This is an optimization exercise on Yosys and OpenROAD, whose aim is small area, a short achievable clock period and few clock cycles, not a production implementation.
Where RTL was checked, it was by simulation tests only, not by an equivalence proof against the original.
For run 8, only the layout was checked, not whether the RTL still works.
Power is estimated from default activity; no workload was simulated.

$ cat flow/config.mk
export PLATFORM = sky130hd
export DESIGN_NAME = dcache_controller
export DESIGN_NICKNAME = dcache_controller
export VERILOG_FILES = /design/flow/design.v
export SDC_FILE = /design/flow/constraint.sdc
export NUM_CORES = 4
export LEC_CHECK = 0
export CAP_MARGIN = 20
export CORE_MARGIN = 2
export CORE_UTILIZATION = 65
export PLACE_DENSITY = 0.75
export SETUP_SLACK_MARGIN = 3.4
export SLEW_MARGIN = 20
export TNS_END_PERCENT = 30
$ cat flow/constraint.sdc
create_clock -name core_clock -period 9.0 [get_ports {CLK}]
set_input_delay 1.8000 -clock core_clock [delete_from_list [all_inputs] [get_ports {CLK}]]
set_output_delay 1.8000 -clock core_clock [all_outputs]
set_load 0.01 [all_outputs]
$ cat flow/design.v
module dcache_hit (
   input  logic [7:0][24:0] tags,
   input  logic [7:0]       valid,
   input  logic [24:0]      addr_tag,
   input  logic [2:0]       idx,
   output logic             hit
);
   logic [7:0] line_hit;
   always_comb begin
      for (int i = 0; i < 8; i++) line_hit[i] = valid[i] && (tags[i] == addr_tag);
   end
   assign hit = line_hit[idx];
endmodule
module dcache_rdmux (
   input  logic [7:0][127:0] lines,
   input  logic [2:0]        idx,
   input  logic [1:0]        word,
   input  logic              use_mem,
   input  logic [127:0]      mem,
   output logic [127:0]      line,
   output logic [31:0]       rdata
);
   assign line = lines[idx];
   always_comb begin
      if (use_mem) rdata = mem[word*32 +: 32];
      else         rdata = line[word*32 +: 32];
   end
endmodule
module dcache_controller (
   input  logic         CLK,
   input  logic         RESET_N,
   input  logic         CPU_READ,
   input  logic         CPU_WRITE,
   input  logic [31:0]  CPU_ADDRESS,
   input  logic [31:0]  CPU_WRITEDATA,
   output logic [31:0]  CPU_READDATA,
   output logic         CPU_BUSYWAIT,
   output logic         MEM_READ,
   output logic         MEM_WRITE,
   output logic [27:0]  MEM_ADDRESS,
   output logic [127:0] MEM_WRITEDATA,
   input  logic [127:0] MEM_READDATA,
   input  logic         MEM_BUSYWAIT
);
   logic [7:0][127:0] data_q;
   logic [7:0][24:0]  tag_q;
   logic [7:0]        valid_q;
   logic [7:0]        dirty_q;
   logic              req_old_q;
   logic [24:0]  addr_tag;
   logic [2:0]   addr_idx;
   logic [1:0]   addr_word;
   logic         access;
   logic [24:0]  line_tag;
   logic [127:0] line_data;
   logic         line_vd;
   logic         hit;
   logic         mem_done;
   logic         fill;
   logic         wb_done;
   logic         store_hit;
   logic [127:0] line_in;
   logic         unused_addr_bits;
   assign addr_tag         = CPU_ADDRESS[31:7];
   assign addr_idx         = CPU_ADDRESS[6:4];
   assign addr_word        = CPU_ADDRESS[3:2];
   assign unused_addr_bits = ^CPU_ADDRESS[1:0];
   assign access = CPU_READ ^ CPU_WRITE;
   assign line_tag = tag_q[addr_idx];
   assign line_vd  = valid_q[addr_idx] && dirty_q[addr_idx];
   dcache_hit u_hit (
      .tags(tag_q), .valid(valid_q), .addr_tag(addr_tag), .idx(addr_idx), .hit(hit)
   );
   dcache_rdmux u_rd (
      .lines(data_q), .idx(addr_idx), .word(addr_word), .use_mem(req_old_q), .mem(MEM_READDATA),
      .line(line_data), .rdata(CPU_READDATA)
   );
   assign MEM_WRITE     = access && !hit && line_vd;
   assign MEM_READ      = access && !hit && !line_vd;
   assign MEM_ADDRESS   = line_vd ? {line_tag, addr_idx} : CPU_ADDRESS[31:4];
   assign MEM_WRITEDATA = line_data;
   assign mem_done  = req_old_q && !MEM_BUSYWAIT;
   assign fill      = mem_done && !line_vd;
   assign wb_done   = mem_done && line_vd;
   assign store_hit = access && CPU_WRITE && hit;
   assign CPU_BUSYWAIT = !hit && !fill;
   always_comb begin
      for (int w = 0; w < 4; w++) begin
         if (CPU_WRITE && addr_word == w) line_in[w*32 +: 32] = CPU_WRITEDATA;
         else                             line_in[w*32 +: 32] = MEM_READDATA[w*32 +: 32];
      end
   end
   always_ff @(posedge CLK) begin
      for (int i = 0; i < 8; i++) begin
         if (addr_idx == i) begin
            if (fill) tag_q[i] <= addr_tag;
            for (int w = 0; w < 4; w++) begin
               if (fill || (store_hit && addr_word == w)) data_q[i][w*32 +: 32] <= line_in[w*32 +: 32];
            end
            if (fill || store_hit) dirty_q[i] <= CPU_WRITE;
            else if (wb_done)      dirty_q[i] <= 1'b0;
         end
      end
   end
   always_ff @(posedge CLK or negedge RESET_N) begin
      if (!RESET_N) begin
         req_old_q <= 1'b0;
         valid_q   <= 8'd0;
      end else begin
         req_old_q <= (MEM_READ || MEM_WRITE) && !mem_done;
         if (fill) valid_q[addr_idx] <= 1'b1;
      end
   end
endmodule
$ cat flow/flow/run.sh
#!/bin/bash
# Standard layout, with plain buffers on the ports (instead of delay cells), resizing free to
# change a cell's footprint, and a clock tree of fewer, smaller buffers without dummy loads.
# Every tool's output goes to a log file in this folder.
set -euo pipefail
export BUFFER_PORTS_ARGS="-buffer_cell sky130_fd_sc_hd__buf_1"
export CTS_ARGS="-sink_clustering_enable -repair_clock_nets -dont_use_dummy_load -root_buf sky130_fd_sc_hd__clkbuf_16 -buf_list {sky130_fd_sc_hd__clkbuf_8} -sink_clustering_size 16 -sink_clustering_max_diameter 60"
bash standard.sh MATCH_CELL_FOOTPRINT=0 finish > standard.log 2>&1
$ cat flow/standard.sh
#!/bin/bash
# synth_recipe.tcl (not shown) runs the flow's synth.tcl, then flattens the netlist and writes it again
# the make line also repeats each setting of config.mk as NAME=value (left out here)
make -C /OpenROAD-flow-scripts/flow DESIGN_CONFIG=/design/flow/config.mk WORK_HOME=/design/flow/orfs CLKGATE_MAP_FILE= SYNTH_SCRIPT=/design/flow/synth_recipe.tcl "${@:-finish}"
==> results of run 1 <==
## registers in the layout, summed over array words and instances, names as in the netlist
name,count
dirty_q,8
req_old_q,1
valid_q,8
data_q,1024
tag_q,200
## layer usage
metal / GRT usage / vias to the layer above / part of all wire
li1: - / 12700 / -
met1: 0.516 / 16400 / 0.35
met2: 0.573 / 2541 / 0.47
met3: 0.0935 / 380 / 0.13
met4: 0.167 / 4 / 0.049
met5: 0 / - / 0.00018
## power groups by stage
stage / Clock (mW) / Sequential, mW / Combinational, mW
final: 2.71 / 6.49 / 1.37
after global routing: 2.92 / 6.50 / 1.43
after CTS: 2.73 / 6.49 / 1.32
after detailed placement: 0 / 6.62 / 1.18
after global placement: 0 / 6.62 / 1.15
after floorplan: 0 / 6.61 / 0.731
## cell usage after synthesis (all sizes together) (7+ instances only)
cell type	number	area (um^2)
o221ai	11	96.3
clkbuf	58	218
mux4	309	6960
nand2b	12	75.1
nand2	471	1770
edfxtp	1232	37000
ha	7	87.6
a31oi	26	163
nor4	7	43.8
nand3	16	120
buf	134	800
a21oi	26	130
nor2	37	149
o21ai	17	85.1
mux2	128	1440
o31ai	32	240
dfrtp	9	225
o22ai	34	213
a311oi	10	87.6
nor3	11	55.1
inv	15	56.3
nand4	50	319
mux2i	90	901
a22oi	7	52.6
xnor2	197	1730
or2	18	113
## through the flow
step / hold slack, ps / setup WS, ps
floorplan: 429 / 2810
detailed placement: 446 / 2190
CTS: 468 / 3340
global route: 482 / 3300
finish: 477 / 3320
global placement: 440 / 2240
## cell type report
cell class	count	area [um^2]
Fill cell	4865	21700
Sequential cell	1241	37200
Antenna cell	17	42.5
Tap cell	1070	1340
Timing Repair Buffer	525	3450
Inverter	15	77.6
Multi-Input combinational cell	1563	16500
Clock buffer	92	1370
## layout by cell type (no fill, tap or decap), types with 9 or more instances in the layout
cell / synthesis / final
mux4_2: 309 / 312
xnor2_1: 197 / 165
edfxtp_1: 1232 / 1232
buf_16: 0 / 13
mux2_2: 128 / 128
buf_1: 45 / 348
nand2_1: 469 / 455
o221ai_1: 11 / 10
o21ai_0: 17 / 16
o22ai_1: 34 / 24
or2_2: 18 / 10
mux2i_2: 0 / 15
nor2_1: 35 / 34
dfrtp_1: 9 / 9
buf_12: 1 / 12
clkbuf_8: 0 / 83
clkbuf_16: 0 / 31
buf_6: 18 / 13
nand2b_1: 12 / 9
buf_4: 19 / 80
nand4_1: 49 / 49
xnor2_2: 0 / 24
nand3_1: 11 / 11
o31ai_4: 0 / 32
clkbuf_2: 0 / 14
nand2_2: 2 / 15
clkbuf_4: 0 / 11
a21oi_1: 26 / 26
mux2i_4: 0 / 9
inv_1: 11 / 10
mux2i_1: 90 / 66
a31oi_1: 26 / 21
diode_2: 0 / 17
## worst min-delay path by stage
stage                            end  cells past startpoint        from
after floorplan           valid_q[2]                      1  valid_q[2]
after global placement    valid_q[2]                      1  valid_q[2]
after detailed placement  valid_q[6]                      1  valid_q[6]
after CTS                 valid_q[6]                      1  valid_q[6]
after global routing      valid_q[6]                      1  valid_q[6]
final                     valid_q[6]                      1  valid_q[6]
## repair_timing
item	CTS	global route
gates resized for setup	212	84
pin swaps	11	8
buffers inserted	25	7
endpoints found under the setup margin	399	42
gates cloned	28	4
## logic make-up (layout without fill, tap and decap cells)
family / after synthesis / in the layout / synth area share
compound gates: 189 / 189 / 0.0241
xor+xnor: 198 / 198 / 0.0324
fa+ha+maj: 7 / 7 / 0.00164
buf+inv: 207 / 632 / 0.0201
flops: 1241 / 1241 / 0.696
mux: 527 / 531 / 0.174
other cells: 0 / 17 / 0
simple gates: 637 / 638 / 0.0514
==> results.sh, run 1 <==
export IMPL_r2r_start="tag_q[59]"
export IMPL_path_delay_family="compound AO/OA/AOI/OAI gates"
export IMPL_rr_worst_depth=8
export IMPL_criticalPathCategory="in2out"
export IMPL_start_util=0.654
export IMPL_final_antenna_net_count=0
export IMPL_setup_viol=0
export IMPL_place_congestion=0.930
export IMPL_finClkSkew_ps=69.6
export IMPL_status="complete, no violations"
export IMPL_rsz0062_at_grt="true"
export IMPL_crit_chain="clkbuf_16, nor2b_1, a32o_1, mux4_2, nor2_1, a31oi_1, buf_1"
export IMPL_coreArea_um2=81700
export IMPL_area_growth_pct=12.3
export IMPL_clock_sinks=1241
export IMPL_nNetsFinal=3642
export IMPL_grt_max_degree=79
export IMPL_cts_tree="done"
export IMPL_firstDrtPassIters=7
export IMPL_seqPwrFrac=0.614
export IMPL_power_mw=10.6
export IMPL_clock_latency_ps=640
export IMPL_die_h_um=291
export IMPL_leakagePower_nw=19.5
export IMPL_synth_area_per_cell_um2=17.8
export IMPL_drt_vias_per_instance=7.07
export IMPL_maxCapViolCount=0
export IMPL_cellPowerDensity_nw_per_um2=176
export IMPL_synth_seq_cells=1241
export IMPL_die_x_um=291
export IMPL_postCtsHoldBufs=0
export IMPL_fmax_mhz=176
export IMPL_maxSlewViolCount=0
export IMPL_cts_made_buffers=92
export IMPL_syn_inst=3006
export IMPL_vias=32000
export IMPL_grt_pass1_vias=31300
export IMPL_postLayoutCoreUtil=0.735
export IMPL_clockBufferDepth=3
export IMPL_peakVddDrop_mv=0.161
export IMPL_synth_edf_count=1232
export IMPL_p_switching_mw=2.60
export IMPL_drt_wl_total_um=158000
export IMPL_rows=105
export IMPL_routedWlPerCell_um=35.0
export IMPL_grt_first_pass_wirelength_um=222000
export IMPL_synthArstFlopShare=0.00725
export IMPL_drt_iter0_drc=4856
export IMPL_worst_pin_slew_ps=1110
export IMPL_placed_area_um2=56400
export IMPL_worstPathRequired_ps=7200
export IMPL_power_frac_clock=0.257
export IMPL_timing_slew_headroom=0.263
export IMPL_syn_area_um2=53500
export IMPL_critPathMaxFanout=8
export IMPL_antenna_found_initial=14
export IMPL_clkTransAtPathRegs_ps=100
export IMPL_dieArea_um2=84500
export IMPL_cp_startpoint="CPU_ADDRESS[4]"
export IMPL_fin_cells=4523
export IMPL_min_period_ps=5680
export IMPL_grt_usage=0.373
export IMPL_fin_crit_sh=0.631
export IMPL_syn_nets=3210
export IMPL_ys_flop_type="edfxtp_1"
export IMPL_cpPeakStageDelay_ps=470
export IMPL_dp_hpwl_um=96400
export IMPL_internal_power_mw=7.98
export IMPL_yosys_warnings=3
export IMPL_r2r_end="data_q[463]"
export IMPL_cpMaxStageDelayCell="mux4_2"
export IMPL_grt_overflow=0
export IMPL_regToRegSetupSlack_ps=4750
export IMPL_drive_gt1_frac=0.258
export IMPL_start_kind="primary input"
export IMPL_finalInstanceArea_um2=60000
export IMPL_switching_share=0.246
export IMPL_crit_buf_inv=2
export IMPL_htreeDepth=3
export IMPL_critPathArrivalTime_ps=3880
export IMPL_fin_setup_tns_ps=0
export IMPL_io_pins=388
export IMPL_drcViolationCount=0
export IMPL_clockRootBuffer="clkbuf_16"
export IMPL_setup_worst_path_end="MEM_ADDRESS[7]"
export IMPL_cp_num_cells=7
export IMPL_end_kind="output pin"
export IMPL_min_path_type="reg2reg"
export IMPL_ys_seq_area_frac=0.696
export IMPL_hold_violations=0
export IMPL_dp_cells=4347
export IMPL_port_buffer_count=385
export IMPL_synth_cell_types=51
export IMPL_combPwrFrac=0.130
Testbench counts, summed over its fixed seeds: cycles 72,898.
==> inputs of run 2 (changes only) <==
--- a/flow/config.mk
+++ b/flow/config.mk
@@ -7,8 +7,8 @@
 export LEC_CHECK = 0
 export CAP_MARGIN = 20
 export CORE_MARGIN = 2
-export CORE_UTILIZATION = 65
-export PLACE_DENSITY = 0.75
+export CORE_UTILIZATION = 75
+export PLACE_DENSITY = 0.85
 export SETUP_SLACK_MARGIN = 3.4
 export SLEW_MARGIN = 20
 export TNS_END_PERCENT = 30
==> results.sh, run 2 <==
export IMPL_status="complete, no violations"
export IMPL_dieArea_um2=73400
export IMPL_antenna_found_initial=12
export IMPL_min_path_type="reg2reg"
export IMPL_synth_area_per_cell_um2=17.8
export IMPL_hold_violations=0
export IMPL_critPathArrivalTime_ps=3990
export IMPL_drcViolationCount=0
export IMPL_clock_sinks=1241
export IMPL_clock_latency_ps=650
export IMPL_grt_pass1_vias=32500
export IMPL_timing_slew_headroom=0.333
export IMPL_synth_cell_types=51
export IMPL_yosysTopAreaCell="edfxtp_1"
export IMPL_placed_area_um2=56200
export IMPL_drive_gt1_frac=0.262
export IMPL_synthArstFlopShare=0.00725
export IMPL_syn_nets=3210
export IMPL_final_cell_mix="edfxtp_1 (1232), nand2_1 (451), buf_1 (343)"
export IMPL_ys_seq_area_frac=0.696
export IMPL_area_growth_pct=11.9
export IMPL_worstPathRequired_ps=7200
export IMPL_final_antenna_net_count=0
export IMPL_grt_max_degree=70
export IMPL_ys_flop_type="edfxtp_1"
export IMPL_synth_top_area_frac=0.692
export IMPL_cts_made_buffers=88
export IMPL_maxSlewViolCount=0
export IMPL_rsz0062_at_grt="true"
export IMPL_largest_register="data_q"
export IMPL_critPathMaxFanout=8
export IMPL_routedWlPerCell_um=37.5
export IMPL_synth_seq_cells=1241
export IMPL_layout_commonest_cell="edfxtp_1"
export IMPL_place_congestion=0.955
export IMPL_cellPowerDensity_nw_per_um2=177
export IMPL_largestRegisters="data_q: 1024 flops, tag_q: 200 flops"
export IMPL_nNetsFinal=3640
export IMPL_postCtsHoldBufs=0
export IMPL_end_kind="output pin"
export IMPL_synth_edf_count=1232
export IMPL_leakagePower_nw=19.4
export IMPL_maxCapViolCount=0
export IMPL_cts_tree="done"
export IMPL_fin_setup_tns_ps=0
export IMPL_min_period_ps=5790
export IMPL_clkTransAtPathRegs_ps=110
export IMPL_vias=33600
export IMPL_clockRootBuffer="clkbuf_16"
export IMPL_finalInstanceArea_um2=59800
export IMPL_io_pins=388
export IMPL_htreeDepth=3
export IMPL_die_x_um=271
export IMPL_peakVddDrop_mv=0.156
export IMPL_setup_viol=0
export IMPL_grt_overflow=0
export IMPL_synthTopCellsByArea="edfxtp_1 (69%), mux4_2 (13%), nand2_1 (3.3%), xnor2_1 (3.2%), mux2_2 (2.7%)"
export IMPL_port_buffer_count=385
export IMPL_firstDrtPassIters=7
export IMPL_start_kind="primary input"
export IMPL_coreArea_um2=70300
export IMPL_start_util=0.761
export IMPL_fmax_mhz=173
export IMPL_grt_usage=0.440
export IMPL_fin_crit_sh=0.644
export IMPL_clockBufferDepth=3
export IMPL_drt_iter0_drc=5903
export IMPL_syn_area_um2=53500
export IMPL_synthTopCellsByCount="edfxtp_1 (1232), nand2_1 (469), mux4_2 (309)"
export IMPL_syn_inst=3006
export IMPL_synthMostInstantiatedCell="edfxtp_1"
export IMPL_die_h_um=271
export IMPL_yosys_warnings=3
export IMPL_drt_vias_per_instance=7.65
export IMPL_dp_hpwl_um=96600
export IMPL_worst_pin_slew_ps=1000
export IMPL_grt_first_pass_wirelength_um=226000
export IMPL_rows=97
export IMPL_criticalPathCategory="in2out"
export IMPL_finClkSkew_ps=54.5
export IMPL_largest_reg_flops=1024
export IMPL_drt_wl_total_um=165000
run 2: cell counts after synthesis:
No cell type changed its count.
run 2: per-layer routing:
metal / GRT usage / vias up / routed length, um
met5: 0 / - / 75
li1: - / 12700 / -
met3: 0.136 / 746 / 26000
met1: 0.565 / 16400 / 49700
met4: 0.262 / 10 / 12000
met2: 0.675 / 3728 / 77000
run 2: stage by stage:
stage / hold WS [ps] / setup slack, ps / instances / util / power [mW]
3_3_place_gp: 441 / 2260 / 4212 / 0.799 / 7.75
2_1_floorplan: 429 / 2810 / 3006 / - / 7.35
4_1_cts: 477 / 3270 / 4340 / 0.838 / 10.4
6_report: 497 / 3210 / 4390 / 0.851 / 10.6
3_5_place_dp: 455 / 2200 / 4214 / 0.800 / 7.79
5_1_grt: 514 / 3210 / 4378 / 0.850 / 10.8
run 2: cell type report:
cell class	count	area, um^2
inverter	15	77.6
multi-input combinational	1561	16500
tap	940	1180
fill	2907	10500
clock buffer	88	1310
timing repair buffer	529	3420
sequential	1241	37200
antenna	16	40.0
run 2: worst max-delay path, cell delays in order:
cell	delay, ps
buf_16	160
buf_16	180
buf_12	140
mux4_2	490
nand2_1	110
nand2_2	100
mux2i_4	320
o22ai_1	170
or2_2	370
buf_1	140
run 2: repair_timing:
item                                    CTS  global route
cloned                                   21             7
resized for setup                       190           124
endpoints found under the hold margin     0             0
endpoints found under the setup margin  316            58
buffers inserted                         17            26
pin swaps                                 3             7
run 2: report_power, final:
part	leakage [nW]	internal [mW]	switching [mW]
logic	7.55	0.506	0.895
clock network	0.679	0.975	1.69
registers	11.2	6.46	0.0397
run 2: cells by family (layout without fill, tap and decap cells):
kind of cell,after synthesis,in the layout,synth area share
adder cells (fa/ha/maj),7,7,0.00164
flip-flops,1241,1241,0.696
AO/OA/AOI/OAI,189,189,0.0241
multiplexers,527,530,0.174
XOR/XNOR,198,198,0.0324
other,0,16,0
buffers and inverters,207,632,0.0201
AND/OR/NAND/NOR,637,637,0.0514
run 2: path summary, 6_finish.rpt:
path	from	to	slack [ps]	cells after the start
max	CPU_ADDRESS[4]	CPU_READDATA[5]	3210	10
min	valid_q[0]	valid_q[0]	500	1
max reg2reg	tag_q[46]	data_q[285]	4600	8
min reg2reg	valid_q[0]	valid_q[0]	500	1
max in group asynchronous	RESET_N	valid_q[2]	7470	1
min in group asynchronous	RESET_N	valid_q[4]	1130	1
==> inputs of run 3 (changes only) <==
--- a/flow/config.mk
+++ b/flow/config.mk
@@ -7,8 +7,8 @@
 export LEC_CHECK = 0
 export CAP_MARGIN = 20
 export CORE_MARGIN = 2
-export CORE_UTILIZATION = 75
-export PLACE_DENSITY = 0.85
-export SETUP_SLACK_MARGIN = 3.4
+export CORE_UTILIZATION = 55
+export PLACE_DENSITY = 0.65
+export SETUP_SLACK_MARGIN = 3.7
 export SLEW_MARGIN = 20
-export TNS_END_PERCENT = 30
+export TNS_END_PERCENT = 20
==> results.sh, run 3 <==
export IMPL_io_pins=388
export IMPL_drt_iter0_drc=4063
export IMPL_end_kind="output pin"
export IMPL_cts_tree="done"
export IMPL_maxSlewViolCount=0
export IMPL_largest_reg_flops=1024
export IMPL_grt_first_pass_wirelength_um=237000
export IMPL_dr_wl_met3_um=19900
export IMPL_grt_usage=0.343
export IMPL_worstPathRequired_ps=7200
export IMPL_die_x_um=316
export IMPL_regToRegSetupSlack_ps=4840
export IMPL_dieArea_um2=99700
export IMPL_cp_startpoint="CPU_ADDRESS[4]"
export IMPL_criticalPathCategory="in2out"
export IMPL_clock_sinks=1241
export IMPL_start_util=0.554
export IMPL_clockRootBuffer="clkbuf_16"
export IMPL_largestRegisters="data_q: 1024 flops, tag_q: 200 flops"
export IMPL_die_h_um=316
export IMPL_clkTransAtPathRegs_ps=60
export IMPL_vias=31900
export IMPL_area_growth_pct=17.1
export IMPL_place_congestion=0.899
export IMPL_finClkSkew_ps=80.1
export IMPL_drt_met1_wl_um=63100
export IMPL_coreArea_um2=96600
export IMPL_synth_area_per_cell_um2=17.8
export IMPL_status="complete, no violations"
export IMPL_cellPowerDensity_nw_per_um2=175
export IMPL_ys_flop_type="edfxtp_1"
export IMPL_peakVddDrop_mv=0.146
export IMPL_synthMostInstantiatedCell="edfxtp_1"
export IMPL_antenna_found_initial=15
export IMPL_synth_xor_area_share=0.0324
export IMPL_start_kind="primary input"
export IMPL_timing_slew_headroom=0.254
export IMPL_maxUsedRoutingLayer="met5"
export IMPL_grt_max_degree=59
export IMPL_clock_latency_ps=670
export IMPL_rsz0062_at_grt="true"
export IMPL_nNetsFinal=3742
export IMPL_synthArstFlopShare=0.00725
export IMPL_critPathArrivalTime_ps=3760
export IMPL_fin_crit_sh=0.618
export IMPL_placed_area_um2=56600
export IMPL_final_antenna_net_count=0
export IMPL_routedWlPerCell_um=35.2
export IMPL_dr_wl_met2_um=80400
export IMPL_grt_pass1_vias=31500
export IMPL_regArea_um2=37200
export IMPL_min_period_ps=5560
export IMPL_drcViolationCount=0
export IMPL_htreeDepth=3
export IMPL_yosysTopAreaCell="edfxtp_1"
export IMPL_min_path_type="reg2reg"
export IMPL_syn_inst=3006
export IMPL_layout_commonest_cell="edfxtp_1"
export IMPL_synth_top_family_by_area="multiplexers"
export IMPL_rows=114
export IMPL_synth_top_area_frac=0.692
export IMPL_drt_vias_per_instance=6.62
export IMPL_final_cell_mix="edfxtp_1 (1232), nand2_1 (386), mux4_2 (312)"
export IMPL_finalInstanceArea_um2=62600
export IMPL_drt_wl_total_um=170000
export IMPL_synthTopCellsByCount="edfxtp_1 (1232), nand2_1 (469), mux4_2 (309)"
export IMPL_firstDrtPassIters=6
export IMPL_synth_edf_count=1232
export IMPL_clockBufferDepth=3
export IMPL_synthSimpleGateAreaFrac=0.0514
export IMPL_synth_mux_area_frac=0.174
export IMPL_largest_register="data_q"
export IMPL_multi_input_area_um2=17400
export IMPL_cts_made_buffers=107
export IMPL_port_buffer_count=385
export IMPL_r2r_start="tag_q[27]"
export IMPL_synthAdderAreaFrac=0.00164
export IMPL_power_mw=11.0
export IMPL_synth_compound_area_frac=0.0241
export IMPL_ys_seq_area_frac=0.696
export IMPL_drive_gt1_frac=0.326
export IMPL_critPathMaxFanout=7
export IMPL_yosys_warnings=3
export IMPL_postCtsHoldBufs=0
export IMPL_fin_setup_tns_ps=0
export IMPL_setup_viol=0
export IMPL_grt_overflow=0
export IMPL_leakagePower_nw=20.5
export IMPL_synthTopCellsByArea="edfxtp_1 (69%), mux4_2 (13%), nand2_1 (3.3%), xnor2_1 (3.2%), mux2_2 (2.7%)"
export IMPL_n_fill_cell=6700
export IMPL_dp_hpwl_um=100000
export IMPL_fmax_mhz=180
export IMPL_syn_nets=3210
export IMPL_holdCritStartpoint="valid_q[4]"
export IMPL_worst_pin_slew_ps=1120
export IMPL_syn_area_um2=53500
export IMPL_synth_cell_types=51
export IMPL_maxCapViolCount=0
export IMPL_synth_seq_cells=1241
export IMPL_hold_violations=0
==> run 3: cell counts after synthesis <==
Identical to the previous run, type by type.
==> run 3: logic make-up after synthesis <==
group	Yosys count
DFF	1241
and+or+nand+nor	637
muxes	527
buffers and inverters	207
xor gates and xnor gates	198
AOI/OAI and AO/OA	189
adders and majority gates	7
==> run 3: cell type report <==
type                            count  share of cell area
Antenna cell                       10            0.000400
Clock buffer                      107              0.0251
Inverter                           15             0.00146
Multi-Input combinational cell   1562               0.277
Sequential cell                  1241               0.594
Tap cell                         1276              0.0255
Timing Repair Buffer              608              0.0753
Timing Repair inverter              3            0.000540
==> run 3: critical path, cell delays in order <==
cell,delay (ps)
clkbuf_16,190
clkbuf_16,190
a32o_2,270
mux4_4,780
a31oi_2,320
buf_1,200
==> run 3: final timing paths <==
kind | end | depth (start not counted)
hold / removal | valid_q[4] | 1
setup reg to reg | data_q[424] | 8
min in group asynchronous | valid_q[5] | 1
hold reg to reg | valid_q[4] | 1
setup / recovery | MEM_ADDRESS[22] | 6
max in group asynchronous | valid_q[6] | 1
==> run 3: metal layers <==
metal  track usage  vias to the layer above
met5             0                        -
met4         0.119                       14
met3        0.0857                      280
met2         0.537                     2064
met1         0.477                    16600
li1              -                    12900
==> run 3: report_power, final <==
| part | internal [mW] | total (mW) | switching (mW) |
|---|---|---|---|
| sequential | 6.46 | 6.50 | 0.0329 |
| clock | 1.16 | 2.92 | 1.76 |
| combinational | 0.614 | 1.55 | 0.941 |
==> run 3: repair_timing <==
action | in CTS | in global routing
endpoints found under the setup margin | 1101 | 65
cloned | 48 | 1
pin swaps | 73 | 29
gates resized for setup | 565 | 72
buffers inserted | 91 | 7
==> run 3: metrics by stage <==
stage	worst slack, ps	hold WS (ps)	util	std cells
2_1_floorplan	2810	429	-	3006
3_3_place_gp	2110	442	0.586	4555
3_5_place_dp	2130	457	0.586	4557
4_1_cts	3450	472	0.645	4803
5_1_grt	3440	505	0.648	4816
6_report	3440	501	0.648	4822
==> inputs of run 4 (changes only) <==
--- a/flow/config.mk
+++ b/flow/config.mk
@@ -9,6 +9,6 @@
 export CORE_MARGIN = 2
 export CORE_UTILIZATION = 55
 export PLACE_DENSITY = 0.65
-export SETUP_SLACK_MARGIN = 3.7
+export SETUP_SLACK_MARGIN = 3.3
 export SLEW_MARGIN = 20
-export TNS_END_PERCENT = 20
+export TNS_END_PERCENT = 30
==> results.sh, run 4 <==
export IMPL_status="complete, no violations"
export IMPL_cellPowerDensity_nw_per_um2=178
export IMPL_synth_edf_count=1232
export IMPL_clock_sinks=1241
export IMPL_switching_share=0.246
export IMPL_power_frac_clock=0.266
export IMPL_fmax_mhz=174
export IMPL_layout_setup_ws_ps=3250
export IMPL_largest_reg_flops=1024
export IMPL_drt_vias_per_instance=6.63
export IMPL_internal_power_mw=8.00
export IMPL_area_growth_pct=11.4
export IMPL_drive_gt1_frac=0.242
export IMPL_cts_made_buffers=99
export IMPL_final_antenna_net_count=0
export IMPL_crit_chain="buf_8, inv_16, buf_8, nand2_1, nand2_1, mux2i_2, o22ai_1, or2_2, buf_1"
export IMPL_ys_seq_area_frac=0.696
export IMPL_postLayoutCoreUtil=0.617
export IMPL_worst_pin_slew_ps=1090
export IMPL_routedWlPerCell_um=34.3
export IMPL_grt_max_degree=87
export IMPL_firstDrtPassIters=5
export IMPL_ys_flop_type="edfxtp_1"
export IMPL_synthTopCellsByArea="edfxtp_1 (69%), mux4_2 (13%), nand2_1 (3.3%), xnor2_1 (3.2%), mux2_2 (2.7%)"
export IMPL_rows=114
export IMPL_cts_tree="done"
export IMPL_vias=31100
export IMPL_critPathMaxFanout=56
export IMPL_final_cell_mix="edfxtp_1 (1232), nand2_1 (461), buf_1 (355)"
export IMPL_power_mw=10.6
export IMPL_rsz0062_at_grt="true"
export IMPL_syn_nets=3210
export IMPL_end_kind="output pin"
export IMPL_dieArea_um2=99700
export IMPL_criticalPathCategory="in2out"
export IMPL_critPathArrivalTime_ps=3950
export IMPL_p_switching_mw=2.61
export IMPL_timing_slew_headroom=0.270
export IMPL_die_h_um=316
export IMPL_nNetsFinal=3616
export IMPL_largestRegisters="data_q: 1024 flops, tag_q: 200 flops"
export IMPL_clkTransAtPathRegs_ps=90
export IMPL_maxCapViolCount=0
export IMPL_start_util=0.554
export IMPL_yosys_warnings=3
export IMPL_fin_setup_tns_ps=0
export IMPL_grt_pass1_vias=30600
export IMPL_dp_cells=4562
export IMPL_maxSlewViolCount=0
export IMPL_min_path_type="reg2reg"
export IMPL_min_period_ps=5750
export IMPL_hold_violations=0
export IMPL_die_x_um=316
export IMPL_cpPeakStageDelay_ps=350
export IMPL_grt_overflow=0
export IMPL_yosysTopAreaCell="edfxtp_1"
export IMPL_drcViolationCount=0
export IMPL_drt_iter0_drc=4046
export IMPL_seqPwrFrac=0.612
export IMPL_setup_viol=0
export IMPL_synthMostInstantiatedCell="edfxtp_1"
export IMPL_dp_hpwl_um=101000
export IMPL_htreeDepth=3
export IMPL_layout_commonest_cell="edfxtp_1"
export IMPL_start_kind="primary input"
export IMPL_finClkSkew_ps=58.5
export IMPL_clockBufferDepth=3
export IMPL_clockRootBuffer="clkbuf_16"
export IMPL_grt_first_pass_wirelength_um=225000
export IMPL_synth_seq_cells=1241
export IMPL_synthTopCellsByCount="edfxtp_1 (1232), nand2_1 (469), mux4_2 (309)"
export IMPL_synth_cell_types=51
export IMPL_fin_cells=4693
export IMPL_peakVddDrop_mv=0.159
export IMPL_grt_usage=0.323
export IMPL_synth_area_per_cell_um2=17.8
export IMPL_fin_crit_sh=0.639
export IMPL_leakagePower_nw=19.2
export IMPL_cpMaxStageDelayCell="mux2i_2"
export IMPL_syn_inst=3006
export IMPL_place_congestion=0.906
export IMPL_coreArea_um2=96600
export IMPL_clock_latency_ps=650
export IMPL_combPwrFrac=0.122
export IMPL_largest_register="data_q"
export IMPL_io_pins=388
export IMPL_pre_cts_ws_ps=2060
export IMPL_synth_top_area_frac=0.692
export IMPL_syn_area_um2=53500
export IMPL_antenna_found_initial=15
export IMPL_worstPathRequired_ps=7200
export IMPL_port_buffer_count=385
export IMPL_synthArstFlopShare=0.00725
export IMPL_drt_wl_total_um=161000
## run 4: cell count changes in the layout (fill, tap and decap cells not counted), moves of 18 or more
cell	before	now
nand2_1	386	461
nand2_2	78	9
buf_4	129	68
buf_6	46	8
buf_12	34	10
buf_1	308	355
mux2i_1	60	78
## run 4: path summary, 6_finish.rpt
path	cells past startpoint	slack, ps	to	startpoint
worst max-delay path	9	3250	CPU_READDATA[12]	CPU_ADDRESS[6]
worst min-delay path	1	480	valid_q[0]	valid_q[0]
worst max register to register	8	4790	data_q[266]	tag_q[94]
worst min register to register	1	480	valid_q[0]	valid_q[0]
max in group asynchronous	1	7350	valid_q[6]	RESET_N
min in group asynchronous	1	1180	req_old_q	RESET_N
## run 4: kinds of logic after synthesis
| family | count (synthesis) | synth area share |
|---|---|---|
| xor+xnor | 198 | 0.0324 |
| buf+inv | 207 | 0.0201 |
| compound gates | 189 | 0.0241 |
| simple gates | 637 | 0.0514 |
| fa+ha+maj | 7 | 0.00164 |
| mux | 527 | 0.174 |
| flops | 1241 | 0.696 |
## run 4: metal layers
layer	share of wire	track usage	vias up
li1	-	-	12600
met1	0.38	0.448	16400
met4	0.036	0.111	14
met5	0.00054	0	-
met3	0.098	0.0558	263
met2	0.49	0.526	1841
## run 4: power by group through the flow
stage | combinational [mW] | sequential [mW] | clock [mW]
6_report | 1.30 | 6.50 | 2.82
5_1_grt | 1.36 | 6.50 | 3.04
4_1_cts | 1.28 | 6.50 | 2.87
3_5_place_dp | 1.20 | 6.63 | 0
3_3_place_gp | 1.18 | 6.62 | 0
2_1_floorplan | 0.731 | 6.61 | 0
## run 4: final cells by class
cell class                      instances  area [um^2]
Fill cell                            6980        37000
Antenna cell                            7         17.5
Tap cell                             1276         1600
Multi-Input combinational cell       1558        16200
Clock buffer                           99         1460
Timing Repair Buffer                  497         2980
Inverter                               15         77.6
Sequential cell                      1241        37200
## run 4: metrics by stage
stage | cell area (um^2) | hold slack (ps)
global route | 59500 | 490
global placement | 56700 | 443
detailed placement | 56700 | 454
finish | 59600 | 476
CTS | 59300 | 472
floorplan | 53500 | 429
## run 4: what timing repair did
action | 4_1_cts | 5_1_grt
pin swaps | 3 | 6
gates resized for setup | 188 | 57
buffers inserted | 4 | 8
hold endpoints to repair | 0 | 0
hold buffers | 0 | 0
endpoints found under the setup margin | 276 | 32
cloned | 12 | 0
## run 4: critical path: cells and delay by family
family | cells | cell delay (ps)
and+or+nand+nor | 3 | 590
buffers and inverters | 4 | 920
AOI/OAI and AO/OA | 1 | 130
muxes | 1 | 350
==> inputs of run 5 (changes only) <==
--- a/flow/config.mk
+++ b/flow/config.mk
@@ -9,6 +9,6 @@
 export CORE_MARGIN = 2
 export CORE_UTILIZATION = 55
 export PLACE_DENSITY = 0.65
-export SETUP_SLACK_MARGIN = 3.3
+export SETUP_SLACK_MARGIN = 3.5
 export SLEW_MARGIN = 20
 export TNS_END_PERCENT = 30
==> results.sh, run 5 <==
export IMPL_status="complete, no violations"
export IMPL_n_fill_cell=6858
export IMPL_maxCapViolCount=0
export IMPL_die_h_um=316
export IMPL_grt_max_degree=87
export IMPL_cellPowerDensity_nw_per_um2=176
export IMPL_place_congestion=0.906
export IMPL_yosysTopAreaCell="edfxtp_1"
export IMPL_grt_usage=0.329
export IMPL_fin_crit_sh=0.624
export IMPL_finClkSkew_ps=66.0
export IMPL_drt_iter0_drc=4398
export IMPL_drt_vias_per_instance=6.67
export IMPL_drive_gt1_frac=0.282
export IMPL_leakagePower_nw=19.8
export IMPL_port_buffer_count=385
export IMPL_synth_area_per_cell_um2=17.8
export IMPL_synth_cell_types=51
export IMPL_cts_made_buffers=99
export IMPL_vias=31500
export IMPL_ys_seq_area_frac=0.696
export IMPL_die_x_um=316
export IMPL_setup_viol=0
export IMPL_grt_pass1_vias=30900
export IMPL_rsz0062_at_grt="true"
export IMPL_crit_chain="clkbuf_16, clkbuf_16, buf_6, buf_6, mux4_2, nand2_2, a21oi_4, a311oi_4, o221ai_1, buf_2"
export IMPL_clock_sinks=1241
export IMPL_fin_setup_tns_ps=0
export IMPL_dieArea_um2=99700
export IMPL_clockRootBuffer="clkbuf_16"
export IMPL_hold_violations=0
export IMPL_synthTopCellsByArea="edfxtp_1 (69%), mux4_2 (13%), nand2_1 (3.3%), xnor2_1 (3.2%), mux2_2 (2.7%)"
export IMPL_synthMostInstantiatedCell="edfxtp_1"
export IMPL_fmax_mhz=178
export IMPL_htreeDepth=3
export IMPL_routedWlPerCell_um=34.7
export IMPL_firstDrtPassIters=5
export IMPL_timing_slew_headroom=0.258
export IMPL_antenna_found_initial=14
export IMPL_start_kind="primary input"
export IMPL_largest_reg_flops=1024
export IMPL_grt_overflow=0
export IMPL_min_path_type="reg2reg"
export IMPL_final_cell_mix="edfxtp_1 (1232), nand2_1 (418), buf_1 (346)"
export IMPL_layout_setup_ws_ps=3390
export IMPL_peakVddDrop_mv=0.162
export IMPL_nNetsFinal=3654
export IMPL_largest_register="data_q"
export IMPL_grt_busiest_layer="met2"
export IMPL_maxSlewViolCount=0
export IMPL_io_pins=388
export IMPL_critPathArrivalTime_ps=3810
export IMPL_pre_cts_ws_ps=2060
export IMPL_worst_pin_slew_ps=1110
export IMPL_syn_nets=3210
export IMPL_synthArstFlopShare=0.00725
export IMPL_coreArea_um2=96600
export IMPL_synth_edf_count=1232
export IMPL_postCtsHoldBufs=0
export IMPL_area_growth_pct=14.3
export IMPL_ys_flop_type="edfxtp_1"
export IMPL_cpPeakStageDelay_ps=500
export IMPL_fin_cells=4729
export IMPL_final_antenna_net_count=0
export IMPL_synth_top_area_frac=0.692
export IMPL_drcViolationCount=0
export IMPL_synth_seq_cells=1241
export IMPL_start_util=0.554
export IMPL_end_kind="output pin"
export IMPL_gr_usage_met3=0.0580
export IMPL_min_period_ps=5610
export IMPL_syn_area_um2=53500
export IMPL_cpMaxStageDelayCell="mux4_2"
export IMPL_clockBufferDepth=3
export IMPL_synthTopCellsByCount="edfxtp_1 (1232), nand2_1 (469), mux4_2 (309)"
export IMPL_clock_latency_ps=660
export IMPL_syn_inst=3006
export IMPL_layout_commonest_cell="edfxtp_1"
export IMPL_rows=114
export IMPL_grtUsageMet2=0.535
export IMPL_worstPathRequired_ps=7200
export IMPL_critPathMaxFanout=6
export IMPL_dp_cells=4562
export IMPL_drt_wl_total_um=164000
export IMPL_grt_use_met1=0.456
export IMPL_largestRegisters="data_q: 1024 flops, tag_q: 200 flops"
export IMPL_grt_first_pass_wirelength_um=228000
export IMPL_criticalPathCategory="in2out"
export IMPL_holdWs_ps=474
export IMPL_yosys_warnings=3
export IMPL_power_mw=10.7
export IMPL_dp_hpwl_um=101000
export IMPL_cts_tree="done"
export IMPL_clkTransAtPathRegs_ps=90
-- run 5: changes by cell type in the layout (fill, tap and decap cells not counted), moves of 7 or more --
cell and delta:
buf_1 -9, mux2i_4 +7, xnor2_1 -25, nand2_2 +37
or2_4 +9, or2_2 -9, clkbuf_16 +13, buf_12 +10
mux2i_1 -12, nand2_1 -43, buf_4 +8, xnor2_2 +20
buf_6 +19
-- run 5: final cells by class --
type | instances | area [um^2] | area share
Clock buffer | 99 | 1460 | 0.0240
Multi-Input combinational cell | 1558 | 16900 | 0.277
Tap cell | 1276 | 1600 | 0.0261
Timing Repair Buffer | 535 | 3820 | 0.0625
Inverter | 15 | 81.3 | 0.00133
Sequential cell | 1241 | 37200 | 0.609
Antenna cell | 5 | 12.5 | 0.000205
-- run 5: worst paths after layout --
check / startpoint / endpoint / slack [ps] / depth (start not counted)
hold / removal: valid_q[0] / valid_q[0] / 470 / 1
setup / recovery: CPU_ADDRESS[4] / CPU_READDATA[14] / 3390 / 10
max in group asynchronous: RESET_N / valid_q[6] / 7360 / 1
min in group asynchronous: RESET_N / valid_q[7] / 1170 / 1
setup reg to reg: tag_q[20] / data_q[266] / 4750 / 8
hold reg to reg: valid_q[0] / valid_q[0] / 470 / 1
-- run 5: where the power goes --
| part | leakage, nW | internal (mW) | switching (mW) |
|---|---|---|---|
| Combinational | 7.83 | 0.529 | 0.875 |
| Clock | 0.758 | 1.08 | 1.75 |
| Sequential | 11.2 | 6.46 | 0.0346 |
| Total | 19.8 | 8.07 | 2.66 |
-- run 5: repair_timing --
action	4_1_cts	5_1_grt
gates cloned	27	5
buffers inserted	15	15
resized for setup	390	86
setup endpoints to repair	373	37
pin swaps	38	28
-- run 5: logic make-up after synthesis --
family / synth area share
DFF: 0.696
and+or+nand+nor: 0.0514
muxes: 0.174
buffers and inverters: 0.0201
xor gates and xnor gates: 0.0324
AOI/OAI and AO/OA: 0.0241
adders and majority gates: 0.00164
-- run 5: through the flow --
| step | util | cell area [um^2] |
|---|---|---|
| detailed placement | 0.587 | 56700 |
| global placement | 0.587 | 56700 |
| CTS | 0.626 | 60400 |
| finish | 0.633 | 61100 |
| global route | 0.633 | 61100 |
| floorplan | - | 53500 |
-- run 5: worst max-delay path, delay by kind of cell --
family | cells | cell delay [ps]
AOI/OAI and AO/OA | 3 | 590
buffers and inverters | 5 | 780
muxes | 1 | 500
and+or+nand+nor | 1 | 120
-- run 5: per-layer routing --
metal,part of all wire,vias up,wire length [um]
met1,0.38,16700,61800
met2,0.49,1905,80600
met4,0.033,12,5400
li1,-,12700,-
met3,0.099,266,16200
met5,0.00045,-,74
==> inputs of run 6 (changes only) <==
--- a/flow/config.mk
+++ b/flow/config.mk
@@ -9,6 +9,6 @@
 export CORE_MARGIN = 2
 export CORE_UTILIZATION = 55
 export PLACE_DENSITY = 0.65
-export SETUP_SLACK_MARGIN = 3.5
+export SETUP_SLACK_MARGIN = 3.4
 export SLEW_MARGIN = 20
 export TNS_END_PERCENT = 30
==> results.sh, run 6 <==
export IMPL_synth_top_area_frac=0.692
export IMPL_criticalPathCategory="in2out"
export IMPL_setup_viol=0
export IMPL_antenna_found_initial=14
export IMPL_yosys_warnings=3
export IMPL_largest_register="data_q"
export IMPL_grtUsageMet2=0.530
export IMPL_syn_nets=3210
export IMPL_start_util=0.554
export IMPL_crit_chain="buf_16, buf_16, mux4_2, nand2_1, nand2_1, mux2i_4, o22ai_4, or2_2, buf_1"
export IMPL_largestRegisters="data_q: 1024 flops, tag_q: 200 flops"
export IMPL_syn_area_um2=53500
export IMPL_synthArstFlopShare=0.00725
export IMPL_peakVddDrop_mv=0.160
export IMPL_postCtsHoldBufs=0
export IMPL_syn_inst=3006
export IMPL_port_buffer_count=385
export IMPL_end_kind="output pin"
export IMPL_coreArea_um2=96600
export IMPL_timing_slew_headroom=0.287
export IMPL_grt_max_degree=87
export IMPL_io_pins=388
export IMPL_synth_edf_count=1232
export IMPL_clock_sinks=1241
export IMPL_postLayoutCoreUtil=0.625
export IMPL_seqPwrFrac=0.608
export IMPL_p_switching_mw=2.64
export IMPL_htreeDepth=3
export IMPL_clkTransAtPathRegs_ps=90
export IMPL_drive_gt1_frac=0.258
export IMPL_grt_use_met1=0.448
export IMPL_cpPeakStageDelay_ps=510
export IMPL_power_frac_clock=0.265
export IMPL_pre_cts_ws_ps=2060
export IMPL_path_delay_family="multiplexers"
export IMPL_gr_usage_met3=0.0603
export IMPL_hold_violations=0
export IMPL_status="complete, no violations"
export IMPL_cpMaxStageDelayCell="mux4_2"
export IMPL_clock_latency_ps=650
export IMPL_min_path_type="reg2reg"
export IMPL_critPathArrivalTime_ps=3840
export IMPL_clockRootBuffer="clkbuf_16"
export IMPL_maxSlewViolCount=0
export IMPL_worstPathRequired_ps=7200
export IMPL_drcViolationCount=0
export IMPL_layout_commonest_cell="edfxtp_1"
export IMPL_ys_seq_area_frac=0.696
export IMPL_synth_cell_types=51
export IMPL_crit_buf_inv=3
export IMPL_finClkSkew_ps=58.0
export IMPL_cellPowerDensity_nw_per_um2=177
export IMPL_cts_tree="done"
export IMPL_internal_power_mw=8.04
export IMPL_grt_pass1_vias=30800
export IMPL_grt_first_pass_wirelength_um=227000
export IMPL_grt_busiest_layer="met2"
export IMPL_nNetsFinal=3632
export IMPL_final_antenna_net_count=0
export IMPL_critPathMaxFanout=11
export IMPL_maxCapViolCount=0
export IMPL_place_congestion=0.906
export IMPL_grt_usage=0.327
export IMPL_fin_crit_sh=0.627
export IMPL_cts_made_buffers=99
export IMPL_dieArea_um2=99700
export IMPL_die_x_um=316
export IMPL_routedWlPerCell_um=34.7
export IMPL_synth_area_per_cell_um2=17.8
export IMPL_vias=31500
export IMPL_synthTopCellsByArea="edfxtp_1 (69%), mux4_2 (13%), nand2_1 (3.3%), xnor2_1 (3.2%), mux2_2 (2.7%)"
export IMPL_combPwrFrac=0.127
export IMPL_layout_setup_ws_ps=3360
export IMPL_synthMostInstantiatedCell="edfxtp_1"
export IMPL_ys_flop_type="edfxtp_1"
export IMPL_worst_pin_slew_ps=1070
export IMPL_synthTopCellsByCount="edfxtp_1 (1232), nand2_1 (469), mux4_2 (309)"
export IMPL_rows=114
export IMPL_fin_setup_tns_ps=0
export IMPL_clockBufferDepth=3
export IMPL_holdWs_ps=471
export IMPL_fmax_mhz=177
export IMPL_dp_hpwl_um=101000
export IMPL_start_kind="primary input"
export IMPL_switching_share=0.247
export IMPL_largest_reg_flops=1024
export IMPL_die_h_um=316
export IMPL_leakagePower_nw=19.5
export IMPL_min_period_ps=5640
export IMPL_yosysTopAreaCell="edfxtp_1"
export IMPL_drt_vias_per_instance=6.68
export IMPL_area_growth_pct=12.9
export IMPL_drt_wl_total_um=163000
export IMPL_rsz0062_at_grt="true"
export IMPL_firstDrtPassIters=6
export IMPL_final_cell_mix="edfxtp_1 (1232), nand2_1 (449), buf_1 (355)"
export IMPL_drt_iter0_drc=4208
export IMPL_grt_overflow=0
export IMPL_n_fill_cell=6921
export IMPL_synth_seq_cells=1241
run 6: cell count changes in the layout (fill, tap and decap cells not counted), sizes merged:
cell | previous run | this run
diode | 5 | 7
clkbuf | 137 | 135
buf | 497 | 477
run 6: area by class of cell:
class	instances	area, um^2	area share
inverters	15	81.3	0.00135
clock buffers	99	1460	0.0243
diodes	7	17.5	0.000290
well taps	1276	1600	0.0265
flip-flops and latches	1241	37200	0.617
repair buffers	513	3410	0.0565
multi-input cells	1558	16500	0.274
run 6: cell families (layout without fill, tap and decap cells):
| family | count (synthesis) | in the layout | synth area share |
|---|---|---|---|
| flops | 1241 | 1241 | 0.696 |
| simple gates | 637 | 637 | 0.0514 |
| mux | 527 | 527 | 0.174 |
| buf+inv | 207 | 627 | 0.0201 |
| xor+xnor | 198 | 198 | 0.0324 |
| compound gates | 189 | 189 | 0.0241 |
| fa+ha+maj | 7 | 7 | 0.00164 |
| other cells | 0 | 7 | 0 |
run 6: stage by stage:
| step | cell area, um^2 | total power [mW] | cells |
|---|---|---|---|
| after floorplan | 53500 | 7.35 | 3006 |
| after global placement | 56700 | 7.80 | 4561 |
| after detailed placement | 56700 | 7.83 | 4562 |
| after CTS | 59900 | 10.7 | 4690 |
| after global routing | 60300 | 11.0 | 4704 |
| final | 60300 | 10.7 | 4709 |
run 6: routing by layer:
layer | part of all wire | vias to the layer above | wire length [um]
met3 | 0.10 | 268 | 16700
met4 | 0.034 | 12 | 5570
met5 | 0.00045 | - | 74
met2 | 0.49 | 1933 | 80500
li1 | - | 12700 | -
met1 | 0.37 | 16600 | 60700
run 6: worst register-to-register path, delay by kind of cell (launching register included):
kind	cells	cell delay [ps]
AOI/OAI and AO/OA	2	1290
and+or+nand+nor	4	1240
buffers and inverters	1	570
DFF	1	420
xor gates and xnor gates	1	280
run 6: what timing repair did:
item                       4_1_cts  5_1_grt
gates cloned                    20        6
setup endpoints to repair      326       34
gates resized for setup        279       70
buffers inserted                 9        5
pin swaps                        9       13
hold endpoints to repair         0        0
run 6: path summary, 6_finish.rpt:
check	start	to	slack (ps)	depth (start not counted)
hold reg to reg	valid_q[0]	valid_q[0]	470	1
hold / removal	valid_q[0]	valid_q[0]	470	1
max in group asynchronous	RESET_N	valid_q[6]	7360	1
setup / recovery	CPU_ADDRESS[4]	CPU_READDATA[15]	3360	9
min in group asynchronous	RESET_N	req_old_q	1170	1
setup reg to reg	tag_q[94]	data_q[266]	4810	8
run 6: power groups by stage:
stage	Clock [mW]	Combinational (mW)	Sequential [mW]
after floorplan	0	0.731	6.61
after global placement	0	1.18	6.62
after detailed placement	0	1.20	6.63
after CTS	2.87	1.32	6.50
after global routing	3.04	1.41	6.50
final	2.83	1.35	6.50
==> inputs of run 7 (changes only) <==
--- a/flow/config.mk
+++ b/flow/config.mk
@@ -8,6 +8,7 @@
 export CAP_MARGIN = 20
 export CORE_MARGIN = 2
 export CORE_UTILIZATION = 55
+export GPL_ROUTABILITY_DRIVEN = 0
 export PLACE_DENSITY = 0.65
 export SETUP_SLACK_MARGIN = 3.4
 export SLEW_MARGIN = 20
==> results.sh, run 7 <==
export IMPL_synthTopCellsByArea="edfxtp_1 (69%), mux4_2 (13%), nand2_1 (3.3%), xnor2_1 (3.2%), mux2_2 (2.7%)"
export IMPL_clock_latency_ps=650
export IMPL_leakagePower_nw=19.5
export IMPL_ys_flop_type="edfxtp_1"
export IMPL_die_h_um=316
export IMPL_setup_viol=0
export IMPL_dp_cells=4562
export IMPL_min_period_ps=5640
export IMPL_vias=31500
export IMPL_dp_hpwl_um=101000
export IMPL_rr_worst_depth=8
export IMPL_n_fill_cell=6921
export IMPL_hold_violations=0
export IMPL_start_util=0.554
export IMPL_routedWlPerCell_um=34.7
export IMPL_criticalPathCategory="in2out"
export IMPL_peakVddDrop_mv=0.160
export IMPL_fmax_mhz=177
export IMPL_clkTransAtPathRegs_ps=90
export IMPL_nNetsFinal=3632
export IMPL_port_buffer_count=385
export IMPL_min_path_type="reg2reg"
export IMPL_end_kind="output pin"
export IMPL_finalInstanceArea_um2=60300
export IMPL_io_pins=388
export IMPL_synthArstFlopShare=0.00725
export IMPL_syn_nets=3210
export IMPL_drt_vias_per_instance=6.68
export IMPL_synth_edf_count=1232
export IMPL_grt_max_degree=87
export IMPL_maxSlewViolCount=0
export IMPL_fin_cells=4709
export IMPL_regToRegSetupSlack_ps=4810
export IMPL_synthMostInstantiatedCell="edfxtp_1"
export IMPL_ys_seq_area_frac=0.696
export IMPL_cts_made_buffers=99
export IMPL_maxCapViolCount=0
export IMPL_grt_usage=0.327
export IMPL_clockBufferDepth=3
export IMPL_fin_setup_tns_ps=0
export IMPL_final_cell_mix="edfxtp_1 (1232), nand2_1 (449), buf_1 (355)"
export IMPL_postLayoutCoreUtil=0.625
export IMPL_syn_area_um2=53500
export IMPL_syn_inst=3006
export IMPL_clockRootBuffer="clkbuf_16"
export IMPL_synth_cell_types=51
export IMPL_htreeDepth=3
export IMPL_critPathArrivalTime_ps=3840
export IMPL_yosysTopAreaCell="edfxtp_1"
export IMPL_start_kind="primary input"
export IMPL_critPathMaxFanout=11
export IMPL_drive_gt1_frac=0.258
export IMPL_fin_crit_sh=0.627
export IMPL_worstPathRequired_ps=7200
export IMPL_finClkSkew_ps=58.0
export IMPL_timing_slew_headroom=0.287
export IMPL_largestRegisters="data_q: 1024 flops, tag_q: 200 flops"
export IMPL_synthTopCellsByCount="edfxtp_1 (1232), nand2_1 (469), mux4_2 (309)"
export IMPL_antenna_found_initial=14
export IMPL_final_antenna_net_count=0
export IMPL_dieArea_um2=99700
export IMPL_synth_top_area_frac=0.692
export IMPL_drt_wl_total_um=163000
export IMPL_setup_worst_path_end="CPU_READDATA[15]"
export IMPL_grt_pass1_vias=30800
export IMPL_firstDrtPassIters=6
export IMPL_placed_area_um2=56700
export IMPL_coreArea_um2=96600
export IMPL_synth_seq_cells=1241
export IMPL_layout_commonest_cell="edfxtp_1"
export IMPL_rows=114
export IMPL_rsz0062_at_grt="true"
export IMPL_synth_area_per_cell_um2=17.8
export IMPL_grt_overflow=0
export IMPL_r2r_start="tag_q[94]"
export IMPL_largest_reg_flops=1024
export IMPL_worst_pin_slew_ps=1070
export IMPL_area_growth_pct=12.9
export IMPL_grt_first_pass_wirelength_um=227000
export IMPL_status="complete, no violations"
export IMPL_cp_startpoint="CPU_ADDRESS[4]"
export IMPL_drcViolationCount=0
export IMPL_die_x_um=316
export IMPL_drt_iter0_drc=4208
export IMPL_r2r_end="data_q[266]"
export IMPL_cellPowerDensity_nw_per_um2=177
export IMPL_power_mw=10.7
export IMPL_clock_sinks=1241
export IMPL_postCtsHoldBufs=0
export IMPL_yosys_warnings=3
export IMPL_largest_register="data_q"
export IMPL_cts_tree="done"
==> run 7: critical path, cell delays in order <==
cell	delay, ps
buf_16	150
buf_16	180
mux4_2	510
nand2_1	80
nand2_1	140
mux2i_4	270
o22ai_4	160
or2_2	350
buf_1	140
==> run 7: per-layer routing <==
layer	track usage	vias up	wire, um
li1	-	12700	-
met1	0.448	16600	60700
met2	0.530	1933	80500
met3	0.0603	268	16700
met4	0.120	12	5570
met5	0	-	74
==> run 7: layout make-up <==
type	count	area (um^2)	share of cell area
Antenna cell	7	17.5	0.000290
Inverter	15	81.3	0.00135
Tap cell	1276	1600	0.0265
Clock buffer	99	1460	0.0243
Multi-Input combinational cell	1558	16500	0.274
Sequential cell	1241	37200	0.617
Timing Repair Buffer	513	3410	0.0565
==> run 7: worst min path at each step <==
stage	from	to	slack [ps]	cells after the start
floorplan	valid_q[2]	valid_q[2]	430	1
global placement	valid_q[2]	valid_q[2]	440	1
detailed placement	valid_q[0]	valid_q[0]	450	1
CTS	valid_q[4]	valid_q[4]	470	1
global route	valid_q[6]	valid_q[6]	490	1
finish	valid_q[0]	valid_q[0]	470	1
==> run 7: cells by family after synthesis <==
logic type                 synth area share
xor gates and xnor gates             0.0324
muxes                                 0.174
and+or+nand+nor                      0.0514
adders and majority gates           0.00164
DFF                                   0.696
AOI/OAI and AO/OA                    0.0241
buffers and inverters                0.0201
==> run 7: per-stage QoR <==
stage          setup slack (ps)  hold slack, ps
2_1_floorplan              2810             429
6_report                   3360             471
5_1_grt                    3340             491
3_5_place_dp               2060             454
3_3_place_gp               2070             443
4_1_cts                    3380             472
==> run 7: what timing repair did <==
item / CTS / global route
setup buffers: 9 / 5
pin swaps: 9 / 13
cloned: 20 / 6
gates resized for setup: 279 / 70
setup endpoints to repair: 326 / 34
==> run 7: where the power goes <==
part           switching (mW)  internal (mW)
Combinational           0.858          0.494
Sequential             0.0337           6.46
Clock                    1.75           1.08
Total                    2.64           8.04
==> inputs of run 8 (changes only) <==
--- a/flow/design.v
+++ b/flow/design.v
@@ -5,11 +5,7 @@
    input  logic [2:0]       idx,
    output logic             hit
 );
-   logic [7:0] line_hit;
-   always_comb begin
-      for (int i = 0; i < 8; i++) line_hit[i] = valid[i] && (tags[i] == addr_tag);
-   end
-   assign hit = line_hit[idx];
+   assign hit = valid[idx] && (tags[idx] == addr_tag);
 endmodule
 module dcache_rdmux (
    input  logic [7:0][127:0] lines,
--- a/flow/config.mk
+++ b/flow/config.mk
@@ -8,7 +8,6 @@
 export CAP_MARGIN = 20
 export CORE_MARGIN = 2
 export CORE_UTILIZATION = 55
-export GPL_ROUTABILITY_DRIVEN = 0
 export PLACE_DENSITY = 0.65
 export SETUP_SLACK_MARGIN = 3.4
 export SLEW_MARGIN = 20
==> results.sh, run 8 <==
export IMPL_firstDrtPassIters=6
export IMPL_htreeDepth=3
export IMPL_drt_iter0_drc=3927
export IMPL_start_util=0.556
export IMPL_cts_made_buffers=99
export IMPL_synth_compound_area_frac=0.0313
export IMPL_final_cell_mix="edfxtp_1 (1232), nand2_1 (349), buf_1 (349)"
export IMPL_drcViolationCount=0
export IMPL_yosys_warnings=2
export IMPL_maxCapViolCount=0
export IMPL_synthAdderAreaFrac=0.00169
export IMPL_synthTopCellsByCount="edfxtp_1 (1232), nand2_1 (441), mux4_2 (279)"
export IMPL_clkTransAtPathRegs_ps=100
export IMPL_rsz0062_at_grt="true"
export IMPL_rows=112
export IMPL_yosysTopAreaCell="edfxtp_1"
export IMPL_criticalPathCategory="in2out"
export IMPL_clock_sinks=1241
export IMPL_cts_tree="done"
export IMPL_largest_register="data_q"
export IMPL_layout_commonest_cell="edfxtp_1"
export IMPL_worst_pin_slew_ps=1210
export IMPL_synth_seq_cells=1241
export IMPL_leakagePower_nw=19.7
export IMPL_peakVddDrop_mv=0.139
export IMPL_grt_overflow=0
export IMPL_multi_input_area_um2=15400
export IMPL_grt_max_degree=66
export IMPL_grt_first_pass_wirelength_um=227000
export IMPL_port_buffer_count=385
export IMPL_largest_reg_flops=1024
export IMPL_nNetsFinal=3622
export IMPL_routedWlPerCell_um=34.7
export IMPL_setup_viol=0
export IMPL_largestRegisters="data_q: 1024 flops, tag_q: 200 flops"
export IMPL_synth_edf_count=1232
export IMPL_synth_top_family_by_area="multiplexers"
export IMPL_synthMostInstantiatedCell="edfxtp_1"
export IMPL_fin_crit_sh=0.666
export IMPL_grt_pass1_vias=30700
export IMPL_hold_violations=0
export IMPL_dieArea_um2=96800
export IMPL_regArea_um2=37200
export IMPL_ys_flop_type="edfxtp_1"
export IMPL_synth_mux_area_frac=0.179
export IMPL_pre_cts_ws_ps=1360
export IMPL_finClkSkew_ps=72.2
export IMPL_fin_setup_tns_ps=0
export IMPL_clockBufferDepth=3
export IMPL_io_pins=388
export IMPL_maxSlewViolCount=0
export IMPL_status="complete, no violations"
export IMPL_min_path_type="reg2reg"
export IMPL_drt_vias_per_instance=6.61
export IMPL_grt_usage=0.334
export IMPL_critPathMaxFanout=8
export IMPL_synth_xor_area_share=0.00219
export IMPL_layout_setup_ws_ps=3010
export IMPL_synthSimpleGateAreaFrac=0.0496
export IMPL_fmax_mhz=167
export IMPL_area_growth_pct=16.4
export IMPL_synth_area_per_cell_um2=18.0
export IMPL_synth_cell_types=59
export IMPL_place_congestion=0.872
export IMPL_synthTopCellsByArea="edfxtp_1 (71%), mux4_2 (12%), mux2_2 (3.8%), nand2_1 (3.2%), mux2i_1 (1.9%)"
export IMPL_syn_inst=2876
export IMPL_cellPowerDensity_nw_per_um2=178
export IMPL_drt_wl_total_um=162000
export IMPL_drive_gt1_frac=0.317
export IMPL_ys_seq_area_frac=0.718
export IMPL_min_period_ps=5990
export IMPL_worstPathRequired_ps=7200
export IMPL_clock_latency_ps=650
export IMPL_antenna_found_initial=24
export IMPL_die_h_um=311
export IMPL_syn_area_um2=51900
export IMPL_coreArea_um2=93300
export IMPL_critPathArrivalTime_ps=4190
export IMPL_synth_top_area_frac=0.713
export IMPL_clockRootBuffer="clkbuf_16"
export IMPL_dp_hpwl_um=98100
export IMPL_synthArstFlopShare=0.00725
export IMPL_vias=30900
export IMPL_end_kind="output pin"
export IMPL_timing_slew_headroom=0.193
export IMPL_die_x_um=311
export IMPL_postCtsHoldBufs=0
export IMPL_syn_nets=3080
export IMPL_start_kind="primary input"
export IMPL_n_fill_cell=6518
export IMPL_final_antenna_net_count=0
## run 8: cell types whose count changed after synthesis, moves of 17 or more
cell	before	now
mux2_2	128	176
o31ai_1	32	0
a31oi_1	26	9
mux4_2	309	279
xnor2_1	197	8
nand2_1	469	441
o21ai_1	0	34
o21ai_0	17	38
## run 8: kinds of logic after synthesis
logic type	Yosys count
buffers and inverters	200
DFF	1241
xor gates and xnor gates	13
adders and majority gates	7
AOI/OAI and AO/OA	254
muxes	555
and+or+nand+nor	606
## run 8: final cells by class
cell class              instances  share of cell area
well taps                    1254              0.0260
flip-flops and latches       1241               0.616
repair buffers                620              0.0771
multi-input cells            1437               0.255
diodes                          9            0.000373
inverters                      19             0.00147
clock buffers                  99              0.0242
## run 8: worst max-delay path: stages
cell	delay [ps]
buf_16	140
buf_16	150
buf_12	140
mux4_2	370
mux2i_4	110
a2111oi_4	370
nand3_2	140
or4b_4	570
o211a_1	250
buf_6	130
## run 8: where the power goes
| group | internal, mW | switching, mW | total [mW] |
|---|---|---|---|
| logic | 0.562 | 0.920 | 1.48 |
| registers | 6.47 | 0.0237 | 6.50 |
| clock network | 1.08 | 1.72 | 2.80 |
| total | 8.12 | 2.66 | 10.8 |
## run 8: repair_timing
item                                    4_1_cts  5_1_grt
cloned                                       37        3
setup buffers                                91       27
gates resized for setup                     347       85
pin swaps                                    59       34
endpoints found under the setup margin     1400       81
## run 8: routing by layer
| metal | up-vias | GRT usage | wire length [um] |
|---|---|---|---|
| met3 | 408 | 0.0964 | 18700 |
| met1 | 16200 | 0.441 | 58500 |
| li1 | 12500 | - | - |
| met5 | - | 0 | 213 |
| met4 | 32 | 0.149 | 8130 |
| met2 | 1797 | 0.521 | 76700 |
## run 8: worst paths after layout
kind | start | end | slack, ps | cells after the start
setup / recovery | CPU_ADDRESS[4] | MEM_WRITE | 3010 | 10
hold / removal | valid_q[5] | valid_q[5] | 480 | 1
setup reg to reg | tag_q[78] | data_q[821] | 4440 | 8
hold reg to reg | valid_q[5] | valid_q[5] | 480 | 1
max in group asynchronous | RESET_N | valid_q[3] | 7540 | 1
min in group asynchronous | RESET_N | valid_q[4] | 1090 | 1
## run 8: metrics by stage
stage          std cells   util  instance area [um^2]  total power, mW  hold slack (ps)
5_1_grt             4671  0.647                 60400             11.1              482
2_1_floorplan       2876      -                 52300             7.35              423
6_report            4679  0.647                 60400             10.8              478
3_3_place_gp        4411  0.591                 55100             7.79              439
4_1_cts             4640  0.640                 59700             10.7              469
3_5_place_dp        4413  0.591                 55200             7.82              448

-- static timing again, ports no longer ideal --
The flow's constraints put no driver on any port. The routed layouts listed below were extracted and timed again, unchanged, in two steps.
Step 1 assumes that a clkbuf_16 drives the clock port and a buf_2 every other input.
Step 2 adds t to the input delays and takes it off the output delays; t is the mean of the earliest and latest rising clock arrival at the registers after step 1. Input paths then give back, and output paths get back, about the clock's delay inside the block.
Three values: ideal, step 1, step 2; two values: the first two.
run | t, ns | slack for setup (ns) | slew at the worst register clock pin (ns)
run 1 | 0.674 | 3.317 / 2.997 / 2.997 | 0.11 / 0.11
run 2 | 0.689 | 3.208 / 2.957 / 2.875 | 0.11 / 0.11
run 3 | 0.705 | 3.437 / 3.017 / 2.918 | 0.11 / 0.11
run 4 | 0.695 | 3.250 / 2.931 / 2.931 | 0.11 / 0.11
run 5 | 0.702 | 3.387 / 2.960 / 2.681 | 0.11 / 0.11
run 6 | 0.699 | 3.358 / 2.981 / 2.908 | 0.11 / 0.11
run 7 | 0.699 | 3.358 / 2.981 / 2.908 | 0.11 / 0.11
run 8 | 0.696 | 3.010 / 2.734 / 2.415 | 0.10 / 0.10
After both steps setup and hold are still met in every run listed. For run 5, which loses most, drivers alone change the setup slack by -0.427 ns; drivers and shift together by -0.706 ns.
